This is an optimization exercise on Yosys and OpenROAD, whose aim is small area, a short achievable clock period and few clock cycles per item, not a production implementation. At most, simulation tests tie the RTL to the original design; equivalence was not proved. Power is estimated from default activity; no workload was simulated.

==> flow/design.v (excerpt) <==
module ram_sp_rsp #(
  parameter int AW    = 9,
  parameter int DW    = 8,
  parameter int DEPTH = 384,
  parameter int CW    = 16,
  parameter int RQ    = 5,     
  parameter int K     = 4,     
  parameter int NP    = 8      
) (
  input  logic          clk,
  input  logic          reset,
  input  logic          req_valid,
  output logic          req_ready,
  input  logic          req_we,
  input  logic          req_oe,
  input  logic [AW-1:0] req_addr,
  input  logic [DW-1:0] req_wdata,
  output logic          rsp_valid,
  input  logic          rsp_ready,
  output logic [DW-1:0] rsp_rdata,
  output logic          rsp_err,
  output logic [CW-1:0] wr_cnt,
  output logic [CW-1:0] rd_cnt
);
For scale: ~8200 cells after synthesis, about 3500 flip-flops, ~110000 um2 of cells after synthesis.
==> flow/config.mk <==
export PLATFORM = sky130hd
export DESIGN_NAME = ram_sp_rsp
export DESIGN_NICKNAME = ram_sp_rsp
export VERILOG_FILES = /design/flow/design.v
export SDC_FILE = /design/flow/constraint.sdc
export NUM_CORES = 4
export LEC_CHECK = 0
export ABC_CLOCK_PERIOD_IN_PS = 2200
export CAP_MARGIN = 20
export CORE_MARGIN = 2
export CORE_UTILIZATION = 35
export CTS_BUF_LIST = sky130_fd_sc_hd__clkbuf_16
export CTS_CLUSTER_DIAMETER = 80
export CTS_CLUSTER_SIZE = 24
export SETUP_SLACK_MARGIN = 2.8
export SLEW_MARGIN = 20
==> flow/constraint.sdc <==
create_clock -name core_clock -period 5.0 [get_ports {clk}]
set_input_delay 1.0000 -clock core_clock [delete_from_list [all_inputs] [get_ports {clk}]]
set_output_delay 1.0000 -clock core_clock [all_outputs]
set_load 0.01 [all_outputs]
run.sh (not shown) runs the stock make flow with config.mk's settings and CLKGATE_MAP_FILE= SYNTH_SCRIPT=/design/flow/synth_recipe.tcl, a recipe that flattens the netlist after the stock synthesis.
Testbench counts at the start, summed over its fixed seeds: cycles 240,086, items 240,000.
Next try:
- ABC_CLOCK_PERIOD_IN_PS: 2200 -> 2500
- SETUP_SLACK_MARGIN: 2.8 -> 2.5
Result: Count of clock-buffer cells in the layout is unchanged; power shrinks slightly; cell count shrinks slightly; design area shrinks slightly.

Another version of the RTL of ram_sp_rsp (not shown whole).
Size: roughly 8300 cells after synthesis, about 3500 flip-flops, about 66 I/O pins, roughly 110000 sq um of cells after synthesis.
Settings: LEC_CHECK=0, ABC_CLOCK_PERIOD_IN_PS=2500, CAP_MARGIN=20, CORE_MARGIN=2, CORE_UTILIZATION=42, CTS_BUF_LIST=sky130_fd_sc_hd__clkbuf_16, CTS_CLUSTER_DIAMETER=80, CTS_CLUSTER_SIZE=24, SETUP_SLACK_MARGIN=2.5, SLEW_MARGIN=20; clock period 5.0 ns.
The first run completed without violations.
Rerun with:
- CORE_UTILIZATION: 42 -> 35
Wire length decreases by 2.5%.
Via count is lower by about 2%.
Power came out lower by 0.94%.
Sequential share of layout area rose by 0.93 points.
Combinational power decreases by about 5%.
Global-route usage is lower by 8.5 points.
Maximum frequency went up by about 1.2%.
Clock power barely changes.
Clock-buffer cell count grows by 6.
Core utilization falls by 8.7 points.
Function was not checked in any run of this note: the RTL went through the layout flow alone.

ram_sp_rsp, a different RTL version from the one above (not shown whole).
Size in the first run: roughly 11000 cells after synthesis, ~3600 flip-flops, about 66 I/O pins.
make LEC_CHECK=0 ABC_AREA=1 ABC_CLOCK_PERIOD_IN_PS=2500 CAP_MARGIN=20 CORE_MARGIN=2 CORE_UTILIZATION=35 CTS_BUF_LIST=sky130_fd_sc_hd__clkbuf_16 CTS_CLUSTER_DIAMETER=80 CTS_CLUSTER_SIZE=24 SETUP_SLACK_MARGIN=2.5 SLEW_MARGIN=20 finish   # period 5.0 ns
Testbench counts at the start, summed over its fixed seeds: cycles 240,086, items 240,000.
Rerun with:
--- a/flow/config.mk
+++ b/flow/config.mk
@@ -6,5 +6,4 @@
 export NUM_CORES = 4
 export LEC_CHECK = 0
-export ABC_AREA = 1
 export ABC_CLOCK_PERIOD_IN_PS = 2500
 export CAP_MARGIN = 20
@@ -14,4 +13,4 @@
 export CTS_CLUSTER_DIAMETER = 80
 export CTS_CLUSTER_SIZE = 24
-export SETUP_SLACK_MARGIN = 2.5
+export SETUP_SLACK_MARGIN = 2.6
 export SLEW_MARGIN = 20
Result: Design area is higher slightly. Non-clock buffer count is higher by 109. Wire length is higher by roughly a tenth. Combinational power is higher by well over a third. Die area is lower slightly. Cell count is lower by about a fifth. Via count is lower by a little under a tenth.
Rerun with:
--- a/flow/config.mk
+++ b/flow/config.mk
@@ -9,8 +9,8 @@
 export CAP_MARGIN = 20
 export CORE_MARGIN = 2
-export CORE_UTILIZATION = 35
+export CORE_UTILIZATION = 40
 export CTS_BUF_LIST = sky130_fd_sc_hd__clkbuf_16
 export CTS_CLUSTER_DIAMETER = 80
 export CTS_CLUSTER_SIZE = 24
-export SETUP_SLACK_MARGIN = 2.6
+export SETUP_SLACK_MARGIN = 2.5
 export SLEW_MARGIN = 20
Effect:
- clock-buffer cell count drops by 3
- via count barely changes
- critical path depth stays the same
- die area drops by roughly a tenth
- first-iteration DRC count climbs by a few percent
- synthesized cell count is unchanged
- wire length drops slightly
- flip-flop and latch count is unchanged
- clock power is about the same
- setup slack gains 0.14 ns
Rerun with:
--- a/flow/config.mk
+++ b/flow/config.mk
@@ -9,8 +9,8 @@
 export CAP_MARGIN = 20
 export CORE_MARGIN = 2
-export CORE_UTILIZATION = 40
+export CORE_UTILIZATION = 35
 export CTS_BUF_LIST = sky130_fd_sc_hd__clkbuf_16
-export CTS_CLUSTER_DIAMETER = 80
-export CTS_CLUSTER_SIZE = 24
+export CTS_CLUSTER_DIAMETER = 60
+export CTS_CLUSTER_SIZE = 20
 export SETUP_SLACK_MARGIN = 2.5
 export SLEW_MARGIN = 20
After rerunning: The changed run finished clean; sequential share of layout area came out lower by 0.90 points; flip-flop and latch count stays the same; fmax shrinks by 0.40%.

-- port drivers added, routing unchanged --
Ports are ideal in the flow. The routed layouts listed here were re-timed in OpenROAD. Step 1: set_driving_cell puts a clkbuf_16 on clk and a buf_2 on each other input, an assumption about the parent block. Step 2, shift: input delay + t, output delay - t, t = (earliest + latest rising clock arrival at the registers) / 2. This alone moves slack from input paths to output paths. Three values: ideal, step 1, step 2; two values: the first two.
run	t, ns	setup slack, ns	worst setup path at the end	worst data-port slew with drivers (ns)	cell pins on the clock port's net
the first run of note 1	1.053	2.158 / 2.158 / 1.791	input to register	0.05	1
the second run of note 1	1.014	2.204 / 2.204 / 1.678	input to register	0.06	1
the first run of note 2	1.004	2.076 / 2.076 / 1.687	input to register	0.04	1
the second run of note 2	1.006	2.110 / 2.110 / 1.724	input to register	0.07	1
the first run of note 3	0.974	2.289 / 2.289 / 1.600	input to register	0.18	1
the second run of note 3	0.968	2.196 / 2.095 / 1.721	input to register	0.25	1
the third run of note 3	0.972	2.336 / 2.336 / 1.487	input to register	0.32	1
the fourth run of note 3	1.006	2.326 / 2.228 / 1.518	input to register	0.26	1
After both steps every run listed still meets setup and hold. The setup slack of the third run of note 3, which loses most, moves by 0.000 ns with the drivers and by -0.849 ns with both steps.
